Background: an optimization exercise with open tools, aiming at small area and few clock cycles per item. Do not read the settings as production practice.
Only simulation tests tie the RTL to the original design; equivalence was not proved.
Power figures rest on the tool's default switching activity, not on a simulated workload.

==> design/flow/design.v <==
package spcwf_pkg;
  localparam int RANGE_W = 16;
  localparam int COORD_W = 17;
  localparam int ANGLE_W = 9;
  localparam int CFG_INDEX_W = 2;
  localparam int CFG_DATA_W = 17;
endpackage
module spcwf_rom (
  input  logic [6:0]  d,
  output logic [15:0] ts,
  output logic [15:0] tc
);
  always_comb begin
    case (d)
      7'd0: begin ts = 16'd0; tc = 16'd32768; end
      7'd1: begin ts = 16'd572; tc = 16'd32763; end
      7'd2: begin ts = 16'd1144; tc = 16'd32748; end
      7'd3: begin ts = 16'd1715; tc = 16'd32723; end
      7'd4: begin ts = 16'd2286; tc = 16'd32688; end
      7'd5: begin ts = 16'd2856; tc = 16'd32643; end
      7'd6: begin ts = 16'd3425; tc = 16'd32588; end
      7'd7: begin ts = 16'd3993; tc = 16'd32524; end
      7'd8: begin ts = 16'd4560; tc = 16'd32449; end
      7'd9: begin ts = 16'd5126; tc = 16'd32365; end
      7'd10: begin ts = 16'd5690; tc = 16'd32270; end
      7'd11: begin ts = 16'd6252; tc = 16'd32166; end
      7'd12: begin ts = 16'd6813; tc = 16'd32052; end
      7'd13: begin ts = 16'd7371; tc = 16'd31928; end
      7'd14: begin ts = 16'd7927; tc = 16'd31795; end
      7'd15: begin ts = 16'd8481; tc = 16'd31651; end
      7'd16: begin ts = 16'd9032; tc = 16'd31499; end
      7'd17: begin ts = 16'd9580; tc = 16'd31336; end
      7'd18: begin ts = 16'd10126; tc = 16'd31164; end
      7'd19: begin ts = 16'd10668; tc = 16'd30983; end
      7'd20: begin ts = 16'd11207; tc = 16'd30792; end
      7'd21: begin ts = 16'd11743; tc = 16'd30592; end
      7'd22: begin ts = 16'd12275; tc = 16'd30382; end
      7'd23: begin ts = 16'd12803; tc = 16'd30163; end
      7'd24: begin ts = 16'd13328; tc = 16'd29935; end
      7'd25: begin ts = 16'd13848; tc = 16'd29698; end
      7'd26: begin ts = 16'd14365; tc = 16'd29452; end
      7'd27: begin ts = 16'd14876; tc = 16'd29197; end
      7'd28: begin ts = 16'd15384; tc = 16'd28932; end
      7'd29: begin ts = 16'd15886; tc = 16'd28660; end
      7'd30: begin ts = 16'd16384; tc = 16'd28378; end
      7'd31: begin ts = 16'd16877; tc = 16'd28088; end
      7'd32: begin ts = 16'd17364; tc = 16'd27789; end
      7'd33: begin ts = 16'd17847; tc = 16'd27482; end
      7'd34: begin ts = 16'd18324; tc = 16'd27166; end
      7'd35: begin ts = 16'd18795; tc = 16'd26842; end
      7'd36: begin ts = 16'd19261; tc = 16'd26510; end
      7'd37: begin ts = 16'd19720; tc = 16'd26170; end
      7'd38: begin ts = 16'd20174; tc = 16'd25822; end
      7'd39: begin ts = 16'd20622; tc = 16'd25466; end
      7'd40: begin ts = 16'd21063; tc = 16'd25102; end
      7'd41: begin ts = 16'd21498; tc = 16'd24730; end
      7'd42: begin ts = 16'd21926; tc = 16'd24351; end
      7'd43: begin ts = 16'd22348; tc = 16'd23965; end
      7'd44: begin ts = 16'd22763; tc = 16'd23571; end
      7'd45: begin ts = 16'd23170; tc = 16'd23170; end
      7'd46: begin ts = 16'd23571; tc = 16'd22763; end
      7'd47: begin ts = 16'd23965; tc = 16'd22348; end
      7'd48: begin ts = 16'd24351; tc = 16'd21926; end
      7'd49: begin ts = 16'd24730; tc = 16'd21498; end
      7'd50: begin ts = 16'd25102; tc = 16'd21063; end
      7'd51: begin ts = 16'd25466; tc = 16'd20622; end
      7'd52: begin ts = 16'd25822; tc = 16'd20174; end
      7'd53: begin ts = 16'd26170; tc = 16'd19720; end
      7'd54: begin ts = 16'd26510; tc = 16'd19261; end
      7'd55: begin ts = 16'd26842; tc = 16'd18795; end
      7'd56: begin ts = 16'd27166; tc = 16'd18324; end
      7'd57: begin ts = 16'd27482; tc = 16'd17847; end
      7'd58: begin ts = 16'd27789; tc = 16'd17364; end
      7'd59: begin ts = 16'd28088; tc = 16'd16877; end
      7'd60: begin ts = 16'd28378; tc = 16'd16384; end
      7'd61: begin ts = 16'd28660; tc = 16'd15886; end
      7'd62: begin ts = 16'd28932; tc = 16'd15384; end
      7'd63: begin ts = 16'd29197; tc = 16'd14876; end
      7'd64: begin ts = 16'd29452; tc = 16'd14365; end
      7'd65: begin ts = 16'd29698; tc = 16'd13848; end
      7'd66: begin ts = 16'd29935; tc = 16'd13328; end
      7'd67: begin ts = 16'd30163; tc = 16'd12803; end
      7'd68: begin ts = 16'd30382; tc = 16'd12275; end
      7'd69: begin ts = 16'd30592; tc = 16'd11743; end
      7'd70: begin ts = 16'd30792; tc = 16'd11207; end
      7'd71: begin ts = 16'd30983; tc = 16'd10668; end
      7'd72: begin ts = 16'd31164; tc = 16'd10126; end
      7'd73: begin ts = 16'd31336; tc = 16'd9580; end
      7'd74: begin ts = 16'd31499; tc = 16'd9032; end
      7'd75: begin ts = 16'd31651; tc = 16'd8481; end
      7'd76: begin ts = 16'd31795; tc = 16'd7927; end
      7'd77: begin ts = 16'd31928; tc = 16'd7371; end
      7'd78: begin ts = 16'd32052; tc = 16'd6813; end
      7'd79: begin ts = 16'd32166; tc = 16'd6252; end
      7'd80: begin ts = 16'd32270; tc = 16'd5690; end
      7'd81: begin ts = 16'd32365; tc = 16'd5126; end
      7'd82: begin ts = 16'd32449; tc = 16'd4560; end
      7'd83: begin ts = 16'd32524; tc = 16'd3993; end
      7'd84: begin ts = 16'd32588; tc = 16'd3425; end
      7'd85: begin ts = 16'd32643; tc = 16'd2856; end
      7'd86: begin ts = 16'd32688; tc = 16'd2286; end
      7'd87: begin ts = 16'd32723; tc = 16'd1715; end
      7'd88: begin ts = 16'd32748; tc = 16'd1144; end
      7'd89: begin ts = 16'd32763; tc = 16'd572; end
      7'd90: begin ts = 16'd32768; tc = 16'd0; end
      default: begin ts = 16'd0; tc = 16'd0; end
    endcase
  end
endmodule
module spcwf_mul (
  input  logic [7:0]  one,
  input  logic [7:0]  two,
  input  logic [7:0]  neg,
  input  logic [15:0] r,
  output logic [15:0] p
);
  wire pp0_0 = ((one[0] & r[0])) ^ neg[0];
  wire pp0_1 = ((one[0] & r[1]) | (two[0] & r[0])) ^ neg[0];
  wire pp0_2 = ((one[0] & r[2]) | (two[0] & r[1])) ^ neg[0];
  wire pp0_3 = ((one[0] & r[3]) | (two[0] & r[2])) ^ neg[0];
  wire pp0_4 = ((one[0] & r[4]) | (two[0] & r[3])) ^ neg[0];
  wire pp0_5 = ((one[0] & r[5]) | (two[0] & r[4])) ^ neg[0];
  wire pp0_6 = ((one[0] & r[6]) | (two[0] & r[5])) ^ neg[0];
  wire pp0_7 = ((one[0] & r[7]) | (two[0] & r[6])) ^ neg[0];
  wire pp0_8 = ((one[0] & r[8]) | (two[0] & r[7])) ^ neg[0];
  wire pp0_9 = ((one[0] & r[9]) | (two[0] & r[8])) ^ neg[0];
  wire pp0_10 = ((one[0] & r[10]) | (two[0] & r[9])) ^ neg[0];
  wire pp0_11 = ((one[0] & r[11]) | (two[0] & r[10])) ^ neg[0];
  wire pp0_12 = ((one[0] & r[12]) | (two[0] & r[11])) ^ neg[0];
  wire pp0_13 = ((one[0] & r[13]) | (two[0] & r[12])) ^ neg[0];
  wire pp0_14 = ((one[0] & r[14]) | (two[0] & r[13])) ^ neg[0];
  wire pp0_15 = ((one[0] & r[15]) | (two[0] & r[14])) ^ neg[0];
  wire pp0_16 = ((two[0] & r[15])) ^ neg[0];
  wire ns0 = ~neg[0];
  wire pp1_0 = ((one[1] & r[0])) ^ neg[1];
  wire pp1_1 = ((one[1] & r[1]) | (two[1] & r[0])) ^ neg[1];
  wire pp1_2 = ((one[1] & r[2]) | (two[1] & r[1])) ^ neg[1];
  wire pp1_3 = ((one[1] & r[3]) | (two[1] & r[2])) ^ neg[1];
  wire pp1_4 = ((one[1] & r[4]) | (two[1] & r[3])) ^ neg[1];
  wire pp1_5 = ((one[1] & r[5]) | (two[1] & r[4])) ^ neg[1];
  wire pp1_6 = ((one[1] & r[6]) | (two[1] & r[5])) ^ neg[1];
  wire pp1_7 = ((one[1] & r[7]) | (two[1] & r[6])) ^ neg[1];
  wire pp1_8 = ((one[1] & r[8]) | (two[1] & r[7])) ^ neg[1];
  wire pp1_9 = ((one[1] & r[9]) | (two[1] & r[8])) ^ neg[1];
  wire pp1_10 = ((one[1] & r[10]) | (two[1] & r[9])) ^ neg[1];
  wire pp1_11 = ((one[1] & r[11]) | (two[1] & r[10])) ^ neg[1];
  wire pp1_12 = ((one[1] & r[12]) | (two[1] & r[11])) ^ neg[1];
  wire pp1_13 = ((one[1] & r[13]) | (two[1] & r[12])) ^ neg[1];
  wire pp1_14 = ((one[1] & r[14]) | (two[1] & r[13])) ^ neg[1];
  wire pp1_15 = ((one[1] & r[15]) | (two[1] & r[14])) ^ neg[1];
  wire pp1_16 = ((two[1] & r[15])) ^ neg[1];
  wire ns1 = ~neg[1];
  wire pp2_0 = ((one[2] & r[0])) ^ neg[2];
  wire pp2_1 = ((one[2] & r[1]) | (two[2] & r[0])) ^ neg[2];
  wire pp2_2 = ((one[2] & r[2]) | (two[2] & r[1])) ^ neg[2];
  wire pp2_3 = ((one[2] & r[3]) | (two[2] & r[2])) ^ neg[2];
  wire pp2_4 = ((one[2] & r[4]) | (two[2] & r[3])) ^ neg[2];
  wire pp2_5 = ((one[2] & r[5]) | (two[2] & r[4])) ^ neg[2];
  wire pp2_6 = ((one[2] & r[6]) | (two[2] & r[5])) ^ neg[2];
  wire pp2_7 = ((one[2] & r[7]) | (two[2] & r[6])) ^ neg[2];
  wire pp2_8 = ((one[2] & r[8]) | (two[2] & r[7])) ^ neg[2];
  wire pp2_9 = ((one[2] & r[9]) | (two[2] & r[8])) ^ neg[2];
  wire pp2_10 = ((one[2] & r[10]) | (two[2] & r[9])) ^ neg[2];
  wire pp2_11 = ((one[2] & r[11]) | (two[2] & r[10])) ^ neg[2];
  wire pp2_12 = ((one[2] & r[12]) | (two[2] & r[11])) ^ neg[2];
  wire pp2_13 = ((one[2] & r[13]) | (two[2] & r[12])) ^ neg[2];
  wire pp2_14 = ((one[2] & r[14]) | (two[2] & r[13])) ^ neg[2];
  wire pp2_15 = ((one[2] & r[15]) | (two[2] & r[14])) ^ neg[2];
  wire pp2_16 = ((two[2] & r[15])) ^ neg[2];
  wire ns2 = ~neg[2];
  wire pp3_0 = ((one[3] & r[0])) ^ neg[3];
  wire pp3_1 = ((one[3] & r[1]) | (two[3] & r[0])) ^ neg[3];
  wire pp3_2 = ((one[3] & r[2]) | (two[3] & r[1])) ^ neg[3];
  wire pp3_3 = ((one[3] & r[3]) | (two[3] & r[2])) ^ neg[3];
  wire pp3_4 = ((one[3] & r[4]) | (two[3] & r[3])) ^ neg[3];
  wire pp3_5 = ((one[3] & r[5]) | (two[3] & r[4])) ^ neg[3];
  wire pp3_6 = ((one[3] & r[6]) | (two[3] & r[5])) ^ neg[3];
  wire pp3_7 = ((one[3] & r[7]) | (two[3] & r[6])) ^ neg[3];
  wire pp3_8 = ((one[3] & r[8]) | (two[3] & r[7])) ^ neg[3];
  wire pp3_9 = ((one[3] & r[9]) | (two[3] & r[8])) ^ neg[3];
  wire pp3_10 = ((one[3] & r[10]) | (two[3] & r[9])) ^ neg[3];
  wire pp3_11 = ((one[3] & r[11]) | (two[3] & r[10])) ^ neg[3];
  wire pp3_12 = ((one[3] & r[12]) | (two[3] & r[11])) ^ neg[3];
  wire pp3_13 = ((one[3] & r[13]) | (two[3] & r[12])) ^ neg[3];
  wire pp3_14 = ((one[3] & r[14]) | (two[3] & r[13])) ^ neg[3];
  wire pp3_15 = ((one[3] & r[15]) | (two[3] & r[14])) ^ neg[3];
  wire pp3_16 = ((two[3] & r[15])) ^ neg[3];
  wire ns3 = ~neg[3];
  wire pp4_0 = ((one[4] & r[0])) ^ neg[4];
  wire pp4_1 = ((one[4] & r[1]) | (two[4] & r[0])) ^ neg[4];
  wire pp4_2 = ((one[4] & r[2]) | (two[4] & r[1])) ^ neg[4];
  wire pp4_3 = ((one[4] & r[3]) | (two[4] & r[2])) ^ neg[4];
  wire pp4_4 = ((one[4] & r[4]) | (two[4] & r[3])) ^ neg[4];
  wire pp4_5 = ((one[4] & r[5]) | (two[4] & r[4])) ^ neg[4];
  wire pp4_6 = ((one[4] & r[6]) | (two[4] & r[5])) ^ neg[4];
  wire pp4_7 = ((one[4] & r[7]) | (two[4] & r[6])) ^ neg[4];
  wire pp4_8 = ((one[4] & r[8]) | (two[4] & r[7])) ^ neg[4];
  wire pp4_9 = ((one[4] & r[9]) | (two[4] & r[8])) ^ neg[4];
  wire pp4_10 = ((one[4] & r[10]) | (two[4] & r[9])) ^ neg[4];
  wire pp4_11 = ((one[4] & r[11]) | (two[4] & r[10])) ^ neg[4];
  wire pp4_12 = ((one[4] & r[12]) | (two[4] & r[11])) ^ neg[4];
  wire pp4_13 = ((one[4] & r[13]) | (two[4] & r[12])) ^ neg[4];
  wire pp4_14 = ((one[4] & r[14]) | (two[4] & r[13])) ^ neg[4];
  wire pp4_15 = ((one[4] & r[15]) | (two[4] & r[14])) ^ neg[4];
  wire pp4_16 = ((two[4] & r[15])) ^ neg[4];
  wire ns4 = ~neg[4];
  wire pp5_0 = ((one[5] & r[0])) ^ neg[5];
  wire pp5_1 = ((one[5] & r[1]) | (two[5] & r[0])) ^ neg[5];
  wire pp5_2 = ((one[5] & r[2]) | (two[5] & r[1])) ^ neg[5];
  wire pp5_3 = ((one[5] & r[3]) | (two[5] & r[2])) ^ neg[5];
  wire pp5_4 = ((one[5] & r[4]) | (two[5] & r[3])) ^ neg[5];
  wire pp5_5 = ((one[5] & r[5]) | (two[5] & r[4])) ^ neg[5];
  wire pp5_6 = ((one[5] & r[6]) | (two[5] & r[5])) ^ neg[5];
  wire pp5_7 = ((one[5] & r[7]) | (two[5] & r[6])) ^ neg[5];
  wire pp5_8 = ((one[5] & r[8]) | (two[5] & r[7])) ^ neg[5];
  wire pp5_9 = ((one[5] & r[9]) | (two[5] & r[8])) ^ neg[5];
  wire pp5_10 = ((one[5] & r[10]) | (two[5] & r[9])) ^ neg[5];
  wire pp5_11 = ((one[5] & r[11]) | (two[5] & r[10])) ^ neg[5];
  wire pp5_12 = ((one[5] & r[12]) | (two[5] & r[11])) ^ neg[5];
  wire pp5_13 = ((one[5] & r[13]) | (two[5] & r[12])) ^ neg[5];
  wire pp5_14 = ((one[5] & r[14]) | (two[5] & r[13])) ^ neg[5];
  wire pp5_15 = ((one[5] & r[15]) | (two[5] & r[14])) ^ neg[5];
  wire pp5_16 = ((two[5] & r[15])) ^ neg[5];
  wire ns5 = ~neg[5];
  wire pp6_0 = ((one[6] & r[0])) ^ neg[6];
  wire pp6_1 = ((one[6] & r[1]) | (two[6] & r[0])) ^ neg[6];
  wire pp6_2 = ((one[6] & r[2]) | (two[6] & r[1])) ^ neg[6];
  wire pp6_3 = ((one[6] & r[3]) | (two[6] & r[2])) ^ neg[6];
  wire pp6_4 = ((one[6] & r[4]) | (two[6] & r[3])) ^ neg[6];
  wire pp6_5 = ((one[6] & r[5]) | (two[6] & r[4])) ^ neg[6];
  wire pp6_6 = ((one[6] & r[6]) | (two[6] & r[5])) ^ neg[6];
  wire pp6_7 = ((one[6] & r[7]) | (two[6] & r[6])) ^ neg[6];
  wire pp6_8 = ((one[6] & r[8]) | (two[6] & r[7])) ^ neg[6];
  wire pp6_9 = ((one[6] & r[9]) | (two[6] & r[8])) ^ neg[6];
  wire pp6_10 = ((one[6] & r[10]) | (two[6] & r[9])) ^ neg[6];
  wire pp6_11 = ((one[6] & r[11]) | (two[6] & r[10])) ^ neg[6];
  wire pp6_12 = ((one[6] & r[12]) | (two[6] & r[11])) ^ neg[6];
  wire pp6_13 = ((one[6] & r[13]) | (two[6] & r[12])) ^ neg[6];
  wire pp6_14 = ((one[6] & r[14]) | (two[6] & r[13])) ^ neg[6];
  wire pp6_15 = ((one[6] & r[15]) | (two[6] & r[14])) ^ neg[6];
  wire pp6_16 = ((two[6] & r[15])) ^ neg[6];
  wire ns6 = ~neg[6];
  wire pp7_0 = ((one[7] & r[0])) ^ neg[7];
  wire pp7_1 = ((one[7] & r[1]) | (two[7] & r[0])) ^ neg[7];
  wire pp7_2 = ((one[7] & r[2]) | (two[7] & r[1])) ^ neg[7];
  wire pp7_3 = ((one[7] & r[3]) | (two[7] & r[2])) ^ neg[7];
  wire pp7_4 = ((one[7] & r[4]) | (two[7] & r[3])) ^ neg[7];
  wire pp7_5 = ((one[7] & r[5]) | (two[7] & r[4])) ^ neg[7];
  wire pp7_6 = ((one[7] & r[6]) | (two[7] & r[5])) ^ neg[7];
  wire pp7_7 = ((one[7] & r[7]) | (two[7] & r[6])) ^ neg[7];
  wire pp7_8 = ((one[7] & r[8]) | (two[7] & r[7])) ^ neg[7];
  wire pp7_9 = ((one[7] & r[9]) | (two[7] & r[8])) ^ neg[7];
  wire pp7_10 = ((one[7] & r[10]) | (two[7] & r[9])) ^ neg[7];
  wire pp7_11 = ((one[7] & r[11]) | (two[7] & r[10])) ^ neg[7];
  wire pp7_12 = ((one[7] & r[12]) | (two[7] & r[11])) ^ neg[7];
  wire pp7_13 = ((one[7] & r[13]) | (two[7] & r[12])) ^ neg[7];
  wire pp7_14 = ((one[7] & r[14]) | (two[7] & r[13])) ^ neg[7];
  wire pp7_15 = ((one[7] & r[15]) | (two[7] & r[14])) ^ neg[7];
  wire pp7_16 = ((two[7] & r[15])) ^ neg[7];
  wire s1 = pp0_10 ^ pp1_8;
  wire c2 = pp0_10 & pp1_8;
  wire s3 = pp0_11 ^ pp1_9;
  wire c4 = pp0_11 & pp1_9;
  wire s5 = pp0_12 ^ pp1_10 ^ pp2_8;
  wire c6 = (pp0_12 & pp1_10) | (pp0_12 & pp2_8) | (pp1_10 & pp2_8);
  wire s7 = pp3_6 ^ pp4_4;
  wire c8 = pp3_6 & pp4_4;
  wire s9 = pp0_13 ^ pp1_11 ^ pp2_9;
  wire c10 = (pp0_13 & pp1_11) | (pp0_13 & pp2_9) | (pp1_11 & pp2_9);
  wire s11 = pp3_7 ^ pp4_5;
  wire c12 = pp3_7 & pp4_5;
  wire s13 = pp0_14 ^ pp1_12 ^ pp2_10;
  wire c14 = (pp0_14 & pp1_12) | (pp0_14 & pp2_10) | (pp1_12 & pp2_10);
  wire s15 = pp3_8 ^ pp4_6 ^ pp5_4;
  wire c16 = (pp3_8 & pp4_6) | (pp3_8 & pp5_4) | (pp4_6 & pp5_4);
  wire s17 = pp6_2 ^ pp7_0;
  wire c18 = pp6_2 & pp7_0;
  wire s19 = pp0_15 ^ pp1_13 ^ pp2_11;
  wire c20 = (pp0_15 & pp1_13) | (pp0_15 & pp2_11) | (pp1_13 & pp2_11);
  wire s21 = pp3_9 ^ pp4_7 ^ pp5_5;
  wire c22 = (pp3_9 & pp4_7) | (pp3_9 & pp5_5) | (pp4_7 & pp5_5);
  wire s23 = pp6_3 ^ pp7_1;
  wire c24 = pp6_3 & pp7_1;
  wire s25 = pp0_16 ^ pp1_14 ^ pp2_12;
  wire c26 = (pp0_16 & pp1_14) | (pp0_16 & pp2_12) | (pp1_14 & pp2_12);
  wire s27 = pp3_10 ^ pp4_8 ^ pp5_6;
  wire c28 = (pp3_10 & pp4_8) | (pp3_10 & pp5_6) | (pp4_8 & pp5_6);
  wire s29 = pp6_4 ^ pp7_2;
  wire c30 = pp6_4 & pp7_2;
  wire s31 = ns0 ^ pp1_15 ^ pp2_13;
  wire c32 = (ns0 & pp1_15) | (ns0 & pp2_13) | (pp1_15 & pp2_13);
  wire s33 = pp3_11 ^ pp4_9 ^ pp5_7;
  wire c34 = (pp3_11 & pp4_9) | (pp3_11 & pp5_7) | (pp4_9 & pp5_7);
  wire s35 = pp6_5 ^ pp7_3 ^ 1'b1;
  wire c36 = (pp6_5 & pp7_3) | (pp6_5 & 1'b1) | (pp7_3 & 1'b1);
  wire s37 = pp1_16 ^ pp2_14 ^ pp3_12;
  wire c38 = (pp1_16 & pp2_14) | (pp1_16 & pp3_12) | (pp2_14 & pp3_12);
  wire s39 = pp4_10 ^ pp5_8 ^ pp6_6;
  wire c40 = (pp4_10 & pp5_8) | (pp4_10 & pp6_6) | (pp5_8 & pp6_6);
  wire s41 = pp7_4 ^ 1'b1;
  wire c42 = pp7_4 & 1'b1;
  wire s43 = ns1 ^ pp2_15 ^ pp3_13;
  wire c44 = (ns1 & pp2_15) | (ns1 & pp3_13) | (pp2_15 & pp3_13);
  wire s45 = pp4_11 ^ pp5_9 ^ pp6_7;
  wire c46 = (pp4_11 & pp5_9) | (pp4_11 & pp6_7) | (pp5_9 & pp6_7);
  wire s47 = pp2_16 ^ pp3_14 ^ pp4_12;
  wire c48 = (pp2_16 & pp3_14) | (pp2_16 & pp4_12) | (pp3_14 & pp4_12);
  wire s49 = pp5_10 ^ pp6_8;
  wire c50 = pp5_10 & pp6_8;
  wire s51 = ns2 ^ pp3_15 ^ pp4_13;
  wire c52 = (ns2 & pp3_15) | (ns2 & pp4_13) | (pp3_15 & pp4_13);
  wire s53 = pp3_16 ^ pp4_14;
  wire c54 = pp3_16 & pp4_14;
  wire s55 = pp0_6 ^ pp1_4;
  wire c56 = pp0_6 & pp1_4;
  wire s57 = pp0_7 ^ pp1_5;
  wire c58 = pp0_7 & pp1_5;
  wire s59 = pp0_8 ^ pp1_6 ^ pp2_4;
  wire c60 = (pp0_8 & pp1_6) | (pp0_8 & pp2_4) | (pp1_6 & pp2_4);
  wire s61 = pp3_2 ^ pp4_0;
  wire c62 = pp3_2 & pp4_0;
  wire s63 = pp0_9 ^ pp1_7 ^ pp2_5;
  wire c64 = (pp0_9 & pp1_7) | (pp0_9 & pp2_5) | (pp1_7 & pp2_5);
  wire s65 = pp3_3 ^ pp4_1;
  wire c66 = pp3_3 & pp4_1;
  wire s67 = pp2_6 ^ pp3_4 ^ pp4_2;
  wire c68 = (pp2_6 & pp3_4) | (pp2_6 & pp4_2) | (pp3_4 & pp4_2);
  wire s69 = pp5_0 ^ neg[5] ^ s1;
  wire c70 = (pp5_0 & neg[5]) | (pp5_0 & s1) | (neg[5] & s1);
  wire s71 = pp2_7 ^ pp3_5 ^ pp4_3;
  wire c72 = (pp2_7 & pp3_5) | (pp2_7 & pp4_3) | (pp3_5 & pp4_3);
  wire s73 = pp5_1 ^ s3 ^ c2;
  wire c74 = (pp5_1 & s3) | (pp5_1 & c2) | (s3 & c2);
  wire s75 = pp5_2 ^ pp6_0 ^ neg[6];
  wire c76 = (pp5_2 & pp6_0) | (pp5_2 & neg[6]) | (pp6_0 & neg[6]);
  wire s77 = s5 ^ s7 ^ c4;
  wire c78 = (s5 & s7) | (s5 & c4) | (s7 & c4);
  wire s79 = pp5_3 ^ pp6_1 ^ s9;
  wire c80 = (pp5_3 & pp6_1) | (pp5_3 & s9) | (pp6_1 & s9);
  wire s81 = s11 ^ c6 ^ c8;
  wire c82 = (s11 & c6) | (s11 & c8) | (c6 & c8);
  wire s83 = neg[7] ^ s13 ^ s15;
  wire c84 = (neg[7] & s13) | (neg[7] & s15) | (s13 & s15);
  wire s85 = s17 ^ c10 ^ c12;
  wire c86 = (s17 & c10) | (s17 & c12) | (c10 & c12);
  wire s87 = s19 ^ s21 ^ s23;
  wire c88 = (s19 & s21) | (s19 & s23) | (s21 & s23);
  wire s89 = c14 ^ c16 ^ c18;
  wire c90 = (c14 & c16) | (c14 & c18) | (c16 & c18);
  wire s91 = s25 ^ s27 ^ s29;
  wire c92 = (s25 & s27) | (s25 & s29) | (s27 & s29);
  wire s93 = c20 ^ c22 ^ c24;
  wire c94 = (c20 & c22) | (c20 & c24) | (c22 & c24);
  wire s95 = s31 ^ s33 ^ s35;
  wire c96 = (s31 & s33) | (s31 & s35) | (s33 & s35);
  wire s97 = c26 ^ c28 ^ c30;
  wire c98 = (c26 & c28) | (c26 & c30) | (c28 & c30);
  wire s99 = s37 ^ s39 ^ s41;
  wire c100 = (s37 & s39) | (s37 & s41) | (s39 & s41);
  wire s101 = c32 ^ c34 ^ c36;
  wire c102 = (c32 & c34) | (c32 & c36) | (c34 & c36);
  wire s103 = pp7_5 ^ s43 ^ s45;
  wire c104 = (pp7_5 & s43) | (pp7_5 & s45) | (s43 & s45);
  wire s105 = c38 ^ c40 ^ c42;
  wire c106 = (c38 & c40) | (c38 & c42) | (c40 & c42);
  wire s107 = pp7_6 ^ 1'b1 ^ s47;
  wire c108 = (pp7_6 & 1'b1) | (pp7_6 & s47) | (1'b1 & s47);
  wire s109 = s49 ^ c44 ^ c46;
  wire c110 = (s49 & c44) | (s49 & c46) | (c44 & c46);
  wire s111 = pp5_11 ^ pp6_9 ^ pp7_7;
  wire c112 = (pp5_11 & pp6_9) | (pp5_11 & pp7_7) | (pp6_9 & pp7_7);
  wire s113 = s51 ^ c48 ^ c50;
  wire c114 = (s51 & c48) | (s51 & c50) | (c48 & c50);
  wire s115 = pp5_12 ^ pp6_10 ^ pp7_8;
  wire c116 = (pp5_12 & pp6_10) | (pp5_12 & pp7_8) | (pp6_10 & pp7_8);
  wire s117 = 1'b1 ^ s53 ^ c52;
  wire c118 = (1'b1 & s53) | (1'b1 & c52) | (s53 & c52);
  wire s119 = ns3 ^ pp4_15 ^ pp5_13;
  wire c120 = (ns3 & pp4_15) | (ns3 & pp5_13) | (pp4_15 & pp5_13);
  wire s121 = pp6_11 ^ pp7_9 ^ c54;
  wire c122 = (pp6_11 & pp7_9) | (pp6_11 & c54) | (pp7_9 & c54);
  wire s123 = pp4_16 ^ pp5_14 ^ pp6_12;
  wire c124 = (pp4_16 & pp5_14) | (pp4_16 & pp6_12) | (pp5_14 & pp6_12);
  wire s125 = pp7_10 ^ 1'b1;
  wire c126 = pp7_10 & 1'b1;
  wire s127 = ns4 ^ pp5_15 ^ pp6_13;
  wire c128 = (ns4 & pp5_15) | (ns4 & pp6_13) | (pp5_15 & pp6_13);
  wire s129 = pp5_16 ^ pp6_14;
  wire c130 = pp5_16 & pp6_14;
  wire s131 = pp0_4 ^ pp1_2;
  wire c132 = pp0_4 & pp1_2;
  wire s133 = pp0_5 ^ pp1_3;
  wire c134 = pp0_5 & pp1_3;
  wire s135 = pp2_2 ^ pp3_0 ^ neg[3];
  wire c136 = (pp2_2 & pp3_0) | (pp2_2 & neg[3]) | (pp3_0 & neg[3]);
  wire s137 = pp2_3 ^ pp3_1 ^ s57;
  wire c138 = (pp2_3 & pp3_1) | (pp2_3 & s57) | (pp3_1 & s57);
  wire s139 = neg[4] ^ s59 ^ s61;
  wire c140 = (neg[4] & s59) | (neg[4] & s61) | (s59 & s61);
  wire s141 = s63 ^ s65 ^ c60;
  wire c142 = (s63 & s65) | (s63 & c60) | (s65 & c60);
  wire s143 = s67 ^ s69 ^ c64;
  wire c144 = (s67 & s69) | (s67 & c64) | (s69 & c64);
  wire s145 = s71 ^ s73 ^ c68;
  wire c146 = (s71 & s73) | (s71 & c68) | (s73 & c68);
  wire s147 = s75 ^ s77 ^ c72;
  wire c148 = (s75 & s77) | (s75 & c72) | (s77 & c72);
  wire s149 = s79 ^ s81 ^ c76;
  wire c150 = (s79 & s81) | (s79 & c76) | (s81 & c76);
  wire s151 = s83 ^ s85 ^ c80;
  wire c152 = (s83 & s85) | (s83 & c80) | (s85 & c80);
  wire s153 = s87 ^ s89 ^ c84;
  wire c154 = (s87 & s89) | (s87 & c84) | (s89 & c84);
  wire s155 = s91 ^ s93 ^ c88;
  wire c156 = (s91 & s93) | (s91 & c88) | (s93 & c88);
  wire s157 = s95 ^ s97 ^ c92;
  wire c158 = (s95 & s97) | (s95 & c92) | (s97 & c92);
  wire s159 = s99 ^ s101 ^ c96;
  wire c160 = (s99 & s101) | (s99 & c96) | (s101 & c96);
  wire s161 = s103 ^ s105 ^ c100;
  wire c162 = (s103 & s105) | (s103 & c100) | (s105 & c100);
  wire s163 = s107 ^ s109 ^ c104;
  wire c164 = (s107 & s109) | (s107 & c104) | (s109 & c104);
  wire s165 = s111 ^ s113 ^ c108;
  wire c166 = (s111 & s113) | (s111 & c108) | (s113 & c108);
  wire s167 = s115 ^ s117 ^ c112;
  wire c168 = (s115 & s117) | (s115 & c112) | (s117 & c112);
  wire s169 = s119 ^ s121 ^ c116;
  wire c170 = (s119 & s121) | (s119 & c116) | (s121 & c116);
  wire s171 = s123 ^ s125 ^ c120;
  wire c172 = (s123 & s125) | (s123 & c120) | (s125 & c120);
  wire s173 = pp7_11 ^ s127 ^ c124;
  wire c174 = (pp7_11 & s127) | (pp7_11 & c124) | (s127 & c124);
  wire s175 = pp7_12 ^ 1'b1 ^ s129;
  wire c176 = (pp7_12 & 1'b1) | (pp7_12 & s129) | (1'b1 & s129);
  wire s177 = ns5 ^ pp6_15 ^ pp7_13;
  wire c178 = (ns5 & pp6_15) | (ns5 & pp7_13) | (pp6_15 & pp7_13);
  wire s179 = pp6_16 ^ pp7_14;
  wire c180 = pp6_16 & pp7_14;
  wire s181 = pp0_2 ^ pp1_0;
  wire c182 = pp0_2 & pp1_0;
  wire s183 = pp0_3 ^ pp1_1;
  wire c184 = pp0_3 & pp1_1;
  wire s185 = pp2_0 ^ neg[2] ^ s131;
  wire c186 = (pp2_0 & neg[2]) | (pp2_0 & s131) | (neg[2] & s131);
  wire s187 = pp2_1 ^ s133 ^ c132;
  wire c188 = (pp2_1 & s133) | (pp2_1 & c132) | (s133 & c132);
  wire s189 = s55 ^ s135 ^ c134;
  wire c190 = (s55 & s135) | (s55 & c134) | (s135 & c134);
  wire s191 = c56 ^ s137 ^ c136;
  wire c192 = (c56 & s137) | (c56 & c136) | (s137 & c136);
  wire s193 = c58 ^ s139 ^ c138;
  wire c194 = (c58 & s139) | (c58 & c138) | (s139 & c138);
  wire s195 = c62 ^ s141 ^ c140;
  wire c196 = (c62 & s141) | (c62 & c140) | (s141 & c140);
  wire s197 = c66 ^ s143 ^ c142;
  wire c198 = (c66 & s143) | (c66 & c142) | (s143 & c142);
  wire s199 = c70 ^ s145 ^ c144;
  wire c200 = (c70 & s145) | (c70 & c144) | (s145 & c144);
  wire s201 = c74 ^ s147 ^ c146;
  wire c202 = (c74 & s147) | (c74 & c146) | (s147 & c146);
  wire s203 = c78 ^ s149 ^ c148;
  wire c204 = (c78 & s149) | (c78 & c148) | (s149 & c148);
  wire s205 = c82 ^ s151 ^ c150;
  wire c206 = (c82 & s151) | (c82 & c150) | (s151 & c150);
  wire s207 = c86 ^ s153 ^ c152;
  wire c208 = (c86 & s153) | (c86 & c152) | (s153 & c152);
  wire s209 = c90 ^ s155 ^ c154;
  wire c210 = (c90 & s155) | (c90 & c154) | (s155 & c154);
  wire s211 = c94 ^ s157 ^ c156;
  wire c212 = (c94 & s157) | (c94 & c156) | (s157 & c156);
  wire s213 = c98 ^ s159 ^ c158;
  wire c214 = (c98 & s159) | (c98 & c158) | (s159 & c158);
  wire s215 = c102 ^ s161 ^ c160;
  wire c216 = (c102 & s161) | (c102 & c160) | (s161 & c160);
  wire s217 = c106 ^ s163 ^ c162;
  wire c218 = (c106 & s163) | (c106 & c162) | (s163 & c162);
  wire s219 = c110 ^ s165 ^ c164;
  wire c220 = (c110 & s165) | (c110 & c164) | (s165 & c164);
  wire s221 = c114 ^ s167 ^ c166;
  wire c222 = (c114 & s167) | (c114 & c166) | (s167 & c166);
  wire s223 = c118 ^ s169 ^ c168;
  wire c224 = (c118 & s169) | (c118 & c168) | (s169 & c168);
  wire s225 = c122 ^ s171 ^ c170;
  wire c226 = (c122 & s171) | (c122 & c170) | (s171 & c170);
  wire s227 = c126 ^ s173 ^ c172;
  wire c228 = (c126 & s173) | (c126 & c172) | (s173 & c172);
  wire s229 = c128 ^ s175 ^ c174;
  wire c230 = (c128 & s175) | (c128 & c174) | (s175 & c174);
  wire s231 = c130 ^ s177 ^ c176;
  wire c232 = (c130 & s177) | (c130 & c176) | (s177 & c176);
  wire s233 = 1'b1 ^ s179 ^ c178;
  wire c234 = (1'b1 & s179) | (1'b1 & c178) | (s179 & c178);
  wire s235 = ns6 ^ pp7_15 ^ c180;
  wire c236 = (ns6 & pp7_15) | (ns6 & c180) | (pp7_15 & c180);
  wire s237 = pp7_16 ^ 1'b1;
  wire c238 = pp7_16 & 1'b1;
  wire [30:0] va = {s237, s235, s233, s231, s229, s227, s225, s223, s221, s219, s217, s215, s213, s211, s209, s207, s205, s203, s201, s199, s197, s195, s193, s191, s189, s187, s185, s183, neg[1], pp0_1, pp0_0};
  wire [30:0] vb = {c236, c234, c232, c230, c228, c226, c224, c222, c220, c218, c216, c214, c212, c210, c208, c206, c204, c202, c200, c198, c196, c194, c192, c190, c188, c186, c184, c182, s181, 1'b0, neg[0]};
  wire [30:0] sum = va + vb;
  assign p = sum[30:15];
endmodule
module scan_polar_to_cartesian_wall_filter_top (
  input  logic                clk,
  input  logic                rst,
  input  logic                sample_valid,
  output logic                sample_ready,
  input  logic [15:0]         sample_range,
  input  logic                sample_scan_start,
  output logic                point_valid,
  input  logic                point_ready,
  output logic signed [16:0]  point_x,
  output logic signed [16:0]  point_y,
  output logic [8:0]          point_angle,
  input  logic                cfg_we,
  input  logic [1:0]          cfg_index,
  input  logic [16:0]         cfg_data
);
  logic        en;
  logic [16:0] bnd;
  logic [15:0] tol;
  logic [1:0]  q;
  logic [6:0]  r;
  logic [15:0] ts_r, tc_r;
  logic [15:0] px, py;
  logic        v;
  logic        accept;
  logic        start;
  logic [1:0]  qn;
  logic [6:0]  rn, sn;
  logic [15:0] ts_n, tc_n;
  logic        r0;
  logic [1:0]  qo;
  logic [7:0]  onex, twox, negx, oney, twoy, negy;
  logic [15:0] mx, my;
  logic        xn, yn, keep;
  logic [18:0] wa, wb, wc, ws, wcv;
  logic [8:0]  abase;
  assign sample_ready = !v || point_ready;
  assign accept = sample_valid && sample_ready;
  assign start = sample_scan_start;
  always_comb begin
    qn = q;
    rn = r;
    if (rst) begin
      qn = 2'd0;
      rn = 7'd0;
    end else if (accept) begin
      if (start) begin
        qn = 2'd0;
        rn = 7'd1;
      end else if (r == 7'd89) begin
        qn = q + 2'd1;
        rn = 7'd0;
      end else begin
        rn = r + 7'd1;
      end
    end
  end
  assign sn = qn[0] ? 7'd90 - rn : rn;
  spcwf_rom u_rom (.d(sn), .ts(ts_n), .tc(tc_n));
  always_ff @(posedge clk) begin
    q <= qn;
    r <= rn;
    ts_r <= ts_n;
    tc_r <= tc_n;
  end
  always_comb begin
    for (int k = 0; k < 8; k++) begin
      logic b2, b1, b0;
      b2 = (k == 7) ? 1'b0 : tc_r[2*k+1];
      b1 = tc_r[2*k];
      b0 = (k == 0) ? 1'b0 : tc_r[2*k-1];
      onex[k] = b1 ^ b0;
      twox[k] = b2 ? (!b1 && !b0) : (b1 && b0);
      negx[k] = b2 && !(b1 && b0);
      b2 = (k == 7) ? 1'b0 : ts_r[2*k+1];
      b1 = ts_r[2*k];
      b0 = (k == 0) ? 1'b0 : ts_r[2*k-1];
      oney[k] = b1 ^ b0;
      twoy[k] = b2 ? (!b1 && !b0) : (b1 && b0);
      negy[k] = b2 && !(b1 && b0);
    end
  end
  spcwf_mul u_mx (.one(onex), .two(twox), .neg(negx), .r(sample_range), .p(mx));
  spcwf_mul u_my (.one(oney), .two(twoy), .neg(negy), .r(sample_range), .p(my));
  always_ff @(posedge clk) begin
    if (rst) begin
      en <= 1'b0;
      bnd <= '0;
      tol <= '0;
      v <= 1'b0;
    end else begin
      if (cfg_we) begin
        case (cfg_index)
          2'd0: en <= cfg_data[0];
          2'd1: bnd <= cfg_data;
          2'd2: tol <= cfg_data[15:0];
          default: ;
        endcase
      end
      if (sample_ready) v <= sample_valid;
    end
  end
  always_ff @(posedge clk) begin
    if (sample_ready) begin
      px <= (start || tc_r[15]) ? sample_range : mx;
      py <= start ? 16'd0 : (ts_r[15] ? sample_range : my);
    end
  end
  assign r0 = (r == 7'd0);
  assign qo = q - {1'b0, r0};
  assign xn = qo[0] ^ qo[1];
  assign yn = qo[1];
  always_comb begin
    logic ox, oy;
    ox = 1'b0;
    oy = 1'b0;
    for (int i = 0; i < 16; i++) begin
      point_x[i] = px[i] ^ (xn && ox);
      point_y[i] = py[i] ^ (yn && oy);
      ox = ox || px[i];
      oy = oy || py[i];
    end
    point_x[16] = xn && ox;
    point_y[16] = yn && oy;
  end
  always_comb begin
    case (q)
      2'd0: abase = r0 ? 9'd359 : 9'd511;
      2'd1: abase = 9'd89;
      2'd2: abase = 9'd179;
      default: abase = 9'd269;
    endcase
  end
  assign point_angle = abase + {2'b00, r};
  assign wa = {{3{yn}}, py ^ {16{yn}}};
  assign wb = {3'b000, tol};
  assign wc = ~{bnd[16], bnd[16], bnd};
  always_comb begin
    logic cy;
    wcv[0] = yn;
    for (int i = 0; i < 19; i++) begin
      ws[i] = wa[i] ^ wb[i] ^ wc[i];
      if (i < 18) wcv[i+1] = (wa[i] && wb[i]) || (wa[i] && wc[i]) || (wb[i] && wc[i]);
    end
    cy = 1'b0;
    for (int i = 0; i < 18; i++) cy = (ws[i] && wcv[i]) || ((ws[i] ^ wcv[i]) && cy);
    keep = !en || !(ws[18] ^ wcv[18] ^ cy);
  end
  assign point_valid = v && keep;
endmodule
==> design/flow/flow/run.sh <==
#!/bin/bash
# Own flow: the standard flow's layout (standard.sh) with its synthesis changed in three ways:
#  - Yosys's synth skips its quick ABC run (synth -noabc), so the adders are extracted
#    from the logic as written and the full adders of the multipliers keep their
#    polarity;
#  - adders use Yosys's own carry lookahead (Brent-Kung) instead of ORFS's Kogge-Stone
#    extra map;
#  - the final ABC maps the logic for area (flow/abc_area.script) instead of ORFS's
#    delay script.
# The layout then buffers each port with the smallest buffer, buf_1, instead of the
# delay cell buffer_ports picks by itself.
# Everything else in synthesis (passes, flattening, renaming, flip-flop mapping) is
# unchanged, so the registers are the standard synthesis's. Their instance names carry
# Yosys's cell-type suffix, which can differ in enable and reset polarity, so they are
# given the names the standard synthesis (run first) gave them. If the registers do not
# pair one to one, the standard synthesis's netlist is used as it is.
# Each tool's output goes to a log file here.
set -euo pipefail
W=$PWD
F=$W/flow
RES=$W/orfs/results/sky130hd/scan_polar_to_cartesian_wall_filter_top/base

# The standard synthesis, for its register names.
bash "$W/standard.sh" synth > "$W/std_synth.log" 2>&1
cp "$RES/1_2_yosys.v" "$W/std_1_2_yosys.v"
cp -r "$W/orfs" "$W/std_orfs"

# ORFS's synth.tcl with the three changes.
sed -e "s|log_cmd abc {\*}\$abc_args|set abc_args [lreplace \$abc_args 1 1 $F/abc_area.script]; log_cmd abc {*}\$abc_args|" \
  -e "s|synth -top \$::env(DESIGN_NAME) -run fine: {\*}\$synth_full_args|synth -top \$::env(DESIGN_NAME) -run fine: -noabc {*}\$synth_full_args|" \
  -e "s|\"-extra-map \$::env(FLOW_HOME)/platforms/common/lcu_kogge_stone.v\"|\"\"|" \
  "$FLOW_HOME/scripts/synth.tcl" > "$W/orfs_synth_area.tcl"
grep -q "abc_area.script" "$W/orfs_synth_area.tcl"
grep -q "run fine: -noabc" "$W/orfs_synth_area.tcl"
if grep -q "lcu_kogge_stone" "$W/orfs_synth_area.tcl"; then exit 1; fi
# The standard flow's synthesis script, sourcing that copy.
sed "s|source \$::env(SCRIPTS_DIR)/synth.tcl|source $W/orfs_synth_area.tcl|" "$W/synth_recipe.tcl" > "$W/own_synth.tcl"
grep -q "orfs_synth_area.tcl" "$W/own_synth.tcl"
# standard.sh with the synthesis script swapped.
sed "s|$W/synth_recipe.tcl|$W/own_synth.tcl|" "$W/standard.sh" > "$W/own_standard.sh"
grep -q "own_synth.tcl" "$W/own_standard.sh"

rm -rf "$W/orfs"
if bash "$W/own_standard.sh" "$RES/1_2_yosys.v" > "$W/own_synth.log" 2>&1 &&
   python3 "$F/rename_regs.py" "$RES/1_2_yosys.v" "$W/std_1_2_yosys.v" "$W/renamed_1_2_yosys.v" > "$W/rename.log" 2>&1; then
  cp "$W/renamed_1_2_yosys.v" "$RES/1_2_yosys.v"
  bash "$W/own_standard.sh" synth >> "$W/own_synth.log" 2>&1
else
  echo "own synthesis not used" >> "$W/rename.log"
  rm -rf "$W/orfs"
  cp -r "$W/std_orfs" "$W/orfs"
fi
rm -rf "$W/std_orfs"

# The rest of the standard flow's layout from that netlist.
bash "$W/standard.sh" "BUFFER_PORTS_ARGS=-buffer_cell sky130_fd_sc_hd__buf_1" finish > "$W/layout.log" 2>&1
test -f "$W/out/final.def"
==> design/flow/flow/abc_area.script <==
strash
dch
map -a
topo
stime -c
==> design/flow/flow/rename_regs.py <==
# Gives the registers of the own netlist (argv[1]) the instance names the standard
# synthesis (argv[2]) gave them, matched by register name (the part before Yosys's
# cell-type suffix). Writes argv[3]. Exits 1 if the two netlists' registers do not
# pair one to one with the same cell types.
import re
import sys

FF = re.compile(r"^(\s*)(sky130_fd_sc_hd__\w*df\w*)\s+(\S+)(\s*\()", re.M)


def regs(text):
    out = {}
    for m in FF.finditer(text):
        cell, name = m.group(2), m.group(3)
        base = name.split("$")[0]
        if base in out:
            sys.exit(f"register {base} appears twice")
        out[base] = (cell, name)
    return out


own_text = open(sys.argv[1]).read()
own = regs(own_text)
std = regs(open(sys.argv[2]).read())
if set(own) != set(std):
    sys.exit("the register sets differ")
for base, (cell, name) in own.items():
    if std[base][0] != cell:
        sys.exit(f"register {base}: cell {cell} here, {std[base][0]} in the standard synthesis")


def sub(m):
    base = m.group(3).split("$")[0]
    return m.group(1) + m.group(2) + " " + std[base][1] + m.group(4)


new_text = FF.sub(sub, own_text)
if regs(new_text) != {b: std[b] for b in std}:
    sys.exit("renaming failed")
open(sys.argv[3], "w").write(new_text)
print(f"renamed {sum(1 for b in own if own[b][1] != std[b][1])} of {len(own)} registers")
==> design/flow/standard.sh <==
#!/bin/bash
# synth_recipe.tcl (not shown) runs the flow's synth.tcl, then flattens the netlist and writes it again
# the make line also repeats each setting of config.mk as NAME=value (left out here)
make -C /OpenROAD-flow-scripts/flow DESIGN_CONFIG=/design/flow/config.mk WORK_HOME=/design/flow/orfs CLKGATE_MAP_FILE= SYNTH_SCRIPT=/design/flow/synth_recipe.tcl "${@:-finish}"
==> design/flow/config.mk <==
export PLATFORM = sky130hd
export DESIGN_NAME = scan_polar_to_cartesian_wall_filter_top
export DESIGN_NICKNAME = scan_polar_to_cartesian_wall_filter_top
export VERILOG_FILES = /design/flow/design.v
export SDC_FILE = /design/flow/constraint.sdc
export NUM_CORES = 4
export LEC_CHECK = 0
export CAP_MARGIN = 20
export CORE_MARGIN = 2
export CORE_UTILIZATION = 65
export SLEW_MARGIN = 20
==> design/flow/constraint.sdc <==
create_clock -name core_clock -period 8.0 [get_ports {clk}]
set_input_delay 1.6000 -clock core_clock [delete_from_list [all_inputs] [get_ports {clk}]]
set_output_delay 1.6000 -clock core_clock [all_outputs]
set_load 0.01 [all_outputs]
==> results of run 1 <==
Yosys cell counts (all sizes together) (17+ instances only):
| cell | n |
|---|---|
| nand3 | 38 |
| fa | 216 |
| nor2 | 287 |
| ha | 181 |
| nor3 | 26 |
| xor2 | 252 |
| edfxtp | 32 |
| clkinv | 305 |
| xnor2 | 31 |
| a21oi | 120 |
| o22ai | 239 |
| o21ai | 141 |
| dfxtp | 76 |
| a22oi | 17 |
| nand2 | 143 |
worst paths after layout:
path	to	slack, ns	startpoint	cells after the start
setup / recovery	py[13]$_SDFFCE_PP0N_	0.21	sample_range[12]	30
hold / removal	bnd[5]$_SDFFE_PP0P_	0.46	bnd[5]$_SDFFE_PP0P_	2
hold reg to reg	bnd[5]$_SDFFE_PP0P_	0.46	bnd[5]$_SDFFE_PP0P_	2
setup reg to reg	py[13]$_SDFFCE_PP0N_	0.42	ts_r[2]$_DFF_P_	36
registers in the layout (all words and copies together), names as in the netlist:
| register | cells |
|---|---|
| py | 16 |
| en | 1 |
| px | 16 |
| v | 1 |
| q | 2 |
| tc_r | 16 |
| ts_r | 16 |
| r | 7 |
| bnd | 17 |
| tol | 16 |
through the flow:
stage          instances  power (mW)  area [sq um]  setup WS, ns
5_1_grt             2794        11.2         20400       -0.0716
4_1_cts             2788        9.60         20300        0.0245
6_report            2795        10.3         20400         0.211
2_1_floorplan       2213        6.63         18400         0.209
3_3_place_gp        2772        8.41         20000       -0.0619
3_5_place_dp        2772        9.07         20000        -0.444
power breakdown:
group          total [mW]  internal, mW  switching (mW)
sequential          0.833         0.750          0.0838
combinational        8.97          3.69            5.28
clock               0.481         0.228           0.253
total                10.3          4.67            5.61
metal layers:
metal / part of all wire (%) / global-route usage [%]
met5: 0.039 / 0
met4: 7.6 / 26.4
met3: 14 / 16.2
met1: 34 / 56.5
met2: 44 / 73.6
cell families (layout without fill, tap and decap cells):
group	after synthesis	in the layout	share of synthesized area, %
buf+inv	307	510	6.31
flops	108	108	13.5
compound gates	603	603	19.6
fa+ha+maj	397	397	35.8
xor+xnor	283	283	13.5
simple gates	515	515	11.3
other cells	0	1	0
tightest hold or removal path, delay by kind of cell, from the launching register on:
kind	cells	cell delay [ns]
AOI/OAI and AO/OA	1	0.05
buffers and inverters	1	0.05
DFF	1	0.31
repair_timing:
item | 4_1_cts | 5_1_grt
gates cloned | 0 | 1
pin swaps | 0 | 2
buffers inserted | 0 | 5
hold buffers | 0 | 0
setup endpoints to repair | 1 | 15
resized for setup | 2 | 24
final cells by class:
class                           count  area [sq um]
Multi-Input combinational cell   1798         14800
Fill cell                        1945          7430
Sequential cell                   108          2480
Timing Repair Buffer              189          1160
Inverter                          305          1160
Tap cell                          378           473
Clock buffer                        9           225
Clock inverter                      7          88.8
Antenna cell                        1          2.50
==> notes.md, run 1 <==
status timing/DRC/antenna clean; vias in the first global route 19200; CTS H-tree depth 3; Final setup viols 0; via/cell ratio 7.02; post-DP HPWL 52000 um; Clock Tree Buf Depth 2; worst hold slack roughly 0.46 ns; DIE AREA 29700 sq um; max frequency 0.128 GHz; Buf/Inv on CP 4; main area contributors after synthesis fa_1, ha_1, xor2_1; skew final a little under 0.02 ns; Final #Nets 2849; Slew @ Worst Pin 1.01 ns; num rows 61; TritonCTS buffer count 9; post-synthesis instance total 2213; Residual DRC 0; core area 27900 sq um; commonest non-fill, non-tap cell in the layout clkinv_1; global-route total usage across every layer between 40% and 50%; # port buffers 85; setup_tns 0 ns; initial antenna violation count 2; P&R area growth vs syn 11.1%; crit-path max FO 7; drt pass-1 iters 10; kind of critical path input pin to flop; Critical-path top delay cell fa_1; total global routing overflow 0; CTS tree yes; root buf cell clkbuf_16; Die H around 170 um; synthesized net count about 2700; CP delay by family, top adder cells; max cap viols 0; Startpoint Class input pin; Post-synth EDFFs 32; first-pass GRT wire length between 100000 and 150000 um; Yosys cell types 40; Final Hold Violating Endpoints 0; most used cell, CP fa_1; cell taking the most area after synthesis fa_1; Die X around 170 um; clock latency (worst-skew pair) 0.37 ns; Slew headroom 32.8%; initial drt markers 3519; crit-path max cell delay ~0.54 ns; post-layout util 73.3%; routability cong. between 1 and 1.5; Clock transition at path regs approximately 0.09 ns; static leakage 8.85 nW; CP Capture Type flop; Worst Path Required slightly above 8 ns; Initial Util approximately 66%; CTS sink cnt 108; sequential share of the synthesized area 13.5%; final WL 70100 um; post-layout minimum cycle time 7.79 ns; Mean Syn Cell Area just over 8 sq um; Synth async-reset ratio 0%; WL/cell 25.1 um; ANT nets after route 0; Min-Delay Path Class flop to flop; Top Ports 86; Seq cells post-synth ~110; Slew Limit Fails 0; most frequent cells in the layout clkinv_1, nor2_1, xor2_1; Most used DFF post-synth dfxtp_1; largest net degree at the start of global routing 45; arrival time at the worst endpoint 7.89 ns; share of layout cells above drive strength 1 roughly 6.7%; Worst IR Drop VDD roughly 0.66 mV; Pwr Density 504 nW/um^2; fin crit share a little over nine tenths; Synth Warn # 2; Synth Cell Area 18400 sq um; Synth top area share a little under a quarter; DR vias 19600
Testbench counts, summed over its fixed seeds: cycles 23,072, items 23,040.
==> run 2: changes to the inputs <==
--- a/design/flow/config.mk
+++ b/design/flow/config.mk
@@ -9,3 +9,5 @@
 export CORE_MARGIN = 2
 export CORE_UTILIZATION = 65
+export GPL_TIMING_DRIVEN = 0
+export SETUP_SLACK_MARGIN = 0.4
 export SLEW_MARGIN = 20
==> notes.md, run 2 <==
status timing/DRC/antenna clean; Slew headroom approximately a third; Synth async-reset ratio 0%; kind of critical path input pin to flop; fin crit share 95.4%; drt pass-1 iters 7; static leakage 8.72 nW; Synth Warn # 2; global-route total usage across every layer 46.2%; Hold Crit Start bnd[8]$_SDFFE_PP0P_; Final #Nets 2780; DR vias between 15000 and 20000; largest register by flop count bnd; Die X 172 um; arrival time at the worst endpoint 7.76 ns; post-layout minimum cycle time 7.63 ns; crit-path max FO 12; final worst slack roughly 0.37 ns; DIE AREA 29700 sq um; Worst Path Required 8.12 ns; most used cell, CP fa_1; Slew Limit Fails 0; initial antenna violation count 0; max cap viols 0; crit-path max cell delay about 0.59 ns; Die H 172 um; Critical-path top delay cell fa_1; skew final 0.0170 ns; FF-to-FF Start tc_r[1]$_DFF_P_; post-DP HPWL 48200 um; num rows 61; CP Capture Type flop; post-synthesis instance total 2213; Clock transition at path regs ~0.090 ns; Synth Cell Area 18400 sq um; # port buffers 85; core area 27900 sq um; root buf cell clkbuf_16; Buf/Inv on CP 4; Final setup viols 0; Crit. Startpoint sample_range[11]; Clock Tree Buf Depth 2; worst hold slack 0.461 ns; CTS sink cnt ~110; Area after DPL 19500 sq um; first-pass GRT wire length 104000 um; ANT nets after route 0; max frequency 0.131 GHz; Top Ports 86; share of layout cells above drive strength 1 6.90%; Final Instance Count excl. Fillers 2726; Residual DRC 0; initial drt markers 3118; CTS H-tree depth 3; Final Hold Violating Endpoints 0; Post-synth EDFFs 32; Slew @ Worst Pin 0.965 ns; Mean Syn Cell Area ~8.3 sq um; via/cell ratio between 7 and 8; top cells by count, synth clkinv_1, nor2_1, xor2_1; Yosys cell types 40; clock latency (worst-skew pair) 0.37 ns; Most used DFF post-synth dfxtp_1; Min-Delay Path Class flop to flop; vias in the first global route 19200; Pwr Density approximately 510 nW/um^2; Initial Util between 60% and 70%; final WL 70600 um; Worst IR Drop VDD 0.951 mV; Inst Count DP 2689; WL/cell roughly 26 um; Design Area, Final 20300 sq um; Hold-fix buffers, CTS 0; routability cong. 1.04; most frequent cells in the layout clkinv_1, nor2_1, xor2_1; sequential share of the synthesized area 13.5%; cell with the most instances after synthesis clkinv_1; Seq cells post-synth around 110; TritonCTS buffer count 9; largest net degree at the start of global routing 47; RSZ-0062 raised after global routing yes; total global routing overflow 0; commonest non-fill, non-tap cell in the layout clkinv_1; Largest register FFs 17; CP delay by family, top adder cells; pre-CTS setup slack -1.57 ns; synthesized net count around 2700; P&R area growth vs syn 10.6%; cell taking the most area after synthesis fa_1; Startpoint Class input pin; main area contributors after synthesis fa_1, ha_1, xor2_1; Synth top area share between 20% and 30%; post-layout util between 70% and 80%; CTS tree yes
[run 2: cell counts after synthesis]
Identical to the previous run, type by type.
[run 2: path summary, 6_finish.rpt]
check / to / cells after the start / slack [ns]
max: px[13]$_DFFE_PN_ / 30 / 0.37
min: bnd[8]$_SDFFE_PP0P_ / 2 / 0.46
max reg2reg: px[13]$_DFFE_PN_ / 31 / 0.44
min reg2reg: bnd[8]$_SDFFE_PP0P_ / 2 / 0.46
[run 2: routing by layer]
metal / GRT usage (%) / share of wire [%]
met5: 0 / 0
met4: 29.6 / 8.8
met3: 14.8 / 13
met2: 73.0 / 44
met1: 54.4 / 33
[run 2: what timing repair did]
action                                  4_1_cts  5_1_grt
pin swaps                                     0       15
buffers inserted                              2        7
gates cloned                                  8        3
gates resized for setup                      63       71
endpoints found under the setup margin       29       28
[run 2: logic make-up (layout without fill, tap and decap cells)]
family | count (synthesis) | after routing | share of synthesized area [%]
adders and majority gates | 397 | 397 | 35.8
and+or+nand+nor | 515 | 516 | 11.3
buffers and inverters | 307 | 440 | 6.31
xor gates and xnor gates | 283 | 283 | 13.5
AOI/OAI and AO/OA | 603 | 603 | 19.6
DFF | 108 | 108 | 13.5
other | 0 | 1 | 0
[run 2: final cells by class]
| type | instances | area [sq um] |
|---|---|---|
| well taps | 378 | 473 |
| diodes | 1 | 2.50 |
| flip-flops and latches | 108 | 2500 |
| inverters | 305 | 1330 |
| clock buffers | 9 | 225 |
| plain buffers | 2 | 15.0 |
| repair inverters | 10 | 58.8 |
| repair buffers | 107 | 627 |
| clock inverters | 7 | 86.3 |
| fillers | 1811 | 7510 |
| multi-input cells | 1799 | 15000 |
[run 2: power by group]
part	internal, mW	total [mW]	switching [mW]
logic	3.75	9.03	5.27
registers	0.749	0.836	0.0870
clock network	0.227	0.481	0.254
[run 2: per-stage QoR]
step / total power, mW / TNS, ns
3_3_place_gp: 7.86 / -99.71
3_5_place_dp: 8.58 / -18.98
2_1_floorplan: 6.63 / 0
5_1_grt: 11.1 / 0
6_report: 10.3 / 0
4_1_cts: 9.29 / 0
[run 2: tightest hold or removal path, stage by stage (launching register included)]
cell and delay, ns:
dfxtp_1 0.31, clkinv_1 0.06, a21oi_1 0.05
==> run 3: changes to the inputs <==
--- a/design/flow/config.mk
+++ b/design/flow/config.mk
@@ -10,4 +10,4 @@
 export CORE_UTILIZATION = 65
 export GPL_TIMING_DRIVEN = 0
-export SETUP_SLACK_MARGIN = 0.4
+export SETUP_SLACK_MARGIN = 0.3
 export SLEW_MARGIN = 20
==> notes.md, run 3 <==
Pint 4.68 mW; largest net degree at the start of global routing 47; num rows 61; Worst IR Drop VDD 0.680 mV; post-layout minimum cycle time 7.87 ns; DIE AREA 29700 sq um; routability cong. 1.03; sequential share of the synthesized area between 10% and 20%; post-DP HPWL 48100 um; RSZ-0062 raised after global routing yes; FF-to-FF Start tc_r[1]$_DFF_P_; cell with the most instances after synthesis clkinv_1; Clk pwr share 4.7%; most frequent cells in the layout clkinv_1, nor2_1, xor2_1; Synth async-reset ratio 0%; Slew @ Worst Pin 0.950 ns; arrival time at the worst endpoint ~8.0 ns; crit-path max FO 15; main area contributors after synthesis fa_1, ha_1, xor2_1; fin crit share 98.4%; Pwr Density 505 nW/um^2; largest register by flop count bnd; via/cell ratio between 7 and 8; Hold-fix buffers, CTS 0; clock latency (worst-skew pair) 0.38 ns; initial antenna violation count 2; post-synthesis instance total around 2200; WL/cell 26.3 um; final WL 71700 um; M1 GR Usage 53.3%; met3 usage between 10% and 20%; Post-synth EDFFs 32; initial drt markers between 3000 and 4000; Synth Cell Area roughly 18000 sq um; Hold Crit Start bnd[10]$_SDFFE_PP0P_; CTS sink cnt 108; R2R depth 33; Final setup viols 0; status timing/DRC/antenna clean; Seq cells post-synth roughly 110; Residual DRC 0; Sequential Power Share 8.2%; synthesized net count 2651; commonest non-fill, non-tap cell in the layout clkinv_1; kind of critical path input pin to flop; Clock transition at path regs 0.09 ns; total global routing overflow 0; drt pass-1 iters 10; root buf cell clkbuf_16; Inst Count DP about 2700; DR vias approximately 20000; P&R area growth vs syn 10.3%; Min-Delay Path Class flop to flop; Synth top area share a little under a quarter; Slew headroom 36.3%; Worst Hold End bnd[10]$_SDFFE_PP0P_; Startpoint Class input pin; Yosys cell types 40; # port buffers 85; Critical-path top delay cell fa_1; first-pass GRT wire length 105000 um; vias in the first global route between 15000 and 20000; setup_tns 0 ns; Slew Limit Fails 0; Largest register FFs 17; TritonCTS buffer count 9; cell taking the most area after synthesis fa_1; global-route total usage across every layer 46.2%; GR met2 Demand/Resource 73.1%; Final #Nets between 2000 and 3000; core area 27900 sq um; R2R setup slack 0.31 ns; Initial Util 66.0%; CTS H-tree depth 3; static leakage 8.72 nW; Die X 172 um; Final Hold Violating Endpoints 0; skew final 0.0186 ns; Comb power frac 87.1%; GRT Max-Usage Layer met2; CTS tree yes; Worst Path Required 8.09 ns; CP Capture Type flop; Clock Tree Buf Depth 2; Top Ports 86; Worst Hold Depth 2; post-layout util 72.9%; Worst R2R End px[13]$_DFFE_PN_; max frequency 0.127 GHz; Switching Share 54.3%; Most used DFF post-synth dfxtp_1; Mean Syn Cell Area 8.31 sq um; Synth Warn # 2; Die H 172 um; max cap viols 0; share of layout cells above drive strength 1 6.38%; P_sw 5.56 mW; ANT nets after route 0; top cells by count, synth clkinv_1, nor2_1, xor2_1; crit-path max cell delay 0.58 ns; Final Instance Count excl. Fillers 2729
## run 3: changes by cell type in the layout (fill, tap and decap cells not counted), sizes merged
cell,change
buf,+5
inv,-1
clkbuf,+1
clkinv,-1
clkinvlp,-1
## run 3: worst max-delay path by stage
stage / start / endpoint / slack, ns / cells after the start
global placement: sample_scan_start / tc_r[2]$_DFF_P_ / -3.74 / 19
detailed placement: sample_range[0] / px[13]$_DFFE_PN_ / -1.55 / 31
floorplan: sample_range[12] / px[13]$_DFFE_PN_ / 0.37 / 29
CTS: sample_range[12] / px[13]$_DFFE_PN_ / 0.26 / 30
global route: sample_range[5] / px[13]$_DFFE_PN_ / -0.22 / 31
finish: sample_range[5] / px[13]$_DFFE_PN_ / 0.13 / 31
## run 3: cell type report
cell class / instances / area, sq um
timing repair inverter: 7 / 40.0
multi-input combinational: 1799 / 15000
sequential: 108 / 2490
clock inverter: 7 / 91.3
inverter: 305 / 1310
clock buffer: 9 / 225
buffer: 2 / 15.0
antenna: 1 / 2.50
timing repair buffer: 113 / 673
tap: 378 / 473
fill: 1878 / 7560
## run 3: kinds of logic after synthesis
group / synth area share (%)
compound gates: 19.6
xor+xnor: 13.5
fa+ha+maj: 35.8
buf+inv: 6.31
flops: 13.5
simple gates: 11.3
## run 3: power groups by stage
stage | Sequential [mW] | Clock (mW) | Combinational [mW]
after floorplan | 0.816 | 0 | 5.81
after global placement | 0.834 | 0 | 7.04
after detailed placement | 0.840 | 0 | 7.69
after CTS | 0.827 | 0.479 | 7.95
after global routing | 0.852 | 0.500 | 9.83
final | 0.840 | 0.482 | 8.92
## run 3: layer usage
layer	wire [um]	share of wire [%]	vias up
met5	90	0.13	-
met1	24100	34	9207
met2	31400	44	1942
li1	-	-	7927
met4	6790	9.5	4
met3	9330	13	747
## run 3: critical path, delay by kind of cell
kind	cells	cell delay, ns
AO/OA/AOI/OAI	7	1.27
XOR/XNOR	1	0.25
adder cells (fa/ha/maj)	6	2.54
buffers and inverters	5	0.75
AND/OR/NAND/NOR	12	1.50
## run 3: repair_timing
action	CTS	global route
cloned	6	2
buffers inserted	5	9
pin swaps	1	11
setup endpoints to repair	28	22
gates resized for setup	55	55
endpoints found under the hold margin	0	0
## run 3: through the flow
stage	power (mW)	instance area, sq um	worst slack (ns)	hold WS (ns)
6_report	10.2	20300	0.128	0.460
3_3_place_gp	7.87	19200	-3.74	0.441
5_1_grt	11.2	20300	-0.219	0.483
3_5_place_dp	8.53	19500	-1.55	0.451
2_1_floorplan	6.63	18400	0.375	0.433
4_1_cts	9.26	20000	0.256	0.463

-- static timing again, ports no longer ideal --
No port has a modelled driver above. Below, the same layouts with a new extraction and two added sets of constraints. Step 1 (the two cells are an assumption about what drives the block):
set clk [get_ports {clk}]
set_driving_cell -lib_cell sky130_fd_sc_hd__clkbuf_16 $clk
set_driving_cell -lib_cell sky130_fd_sc_hd__buf_2 [delete_from_list [all_inputs] $clk]
Step 2 adds t to the input delays and takes it off the output delays; t is the mean of the earliest and latest rising clock arrival at the registers after step 1. Input paths then give back, and output paths get back, about the clock's delay inside the block. Three values: ideal, step 1, step 2; two values: the first two.
| run | t, ns | slack for setup (ns) | worst slew at a driven data input, ns |
|---|---|---|---|
| run 1 | 0.405 | 0.211 / 0.160 / -0.245 | 0.10 |
| run 2 | 0.417 | 0.365 / 0.353 / -0.064 | 0.07 |
| run 3 | 0.425 | 0.128 / 0.148 / -0.277 | 0.07 |
With both steps, setup timing fails in every run listed, where it was met with ideal ports. For run 1, which loses most, drivers alone change the setup slack by -0.051 ns; drivers and shift together by -0.456 ns.
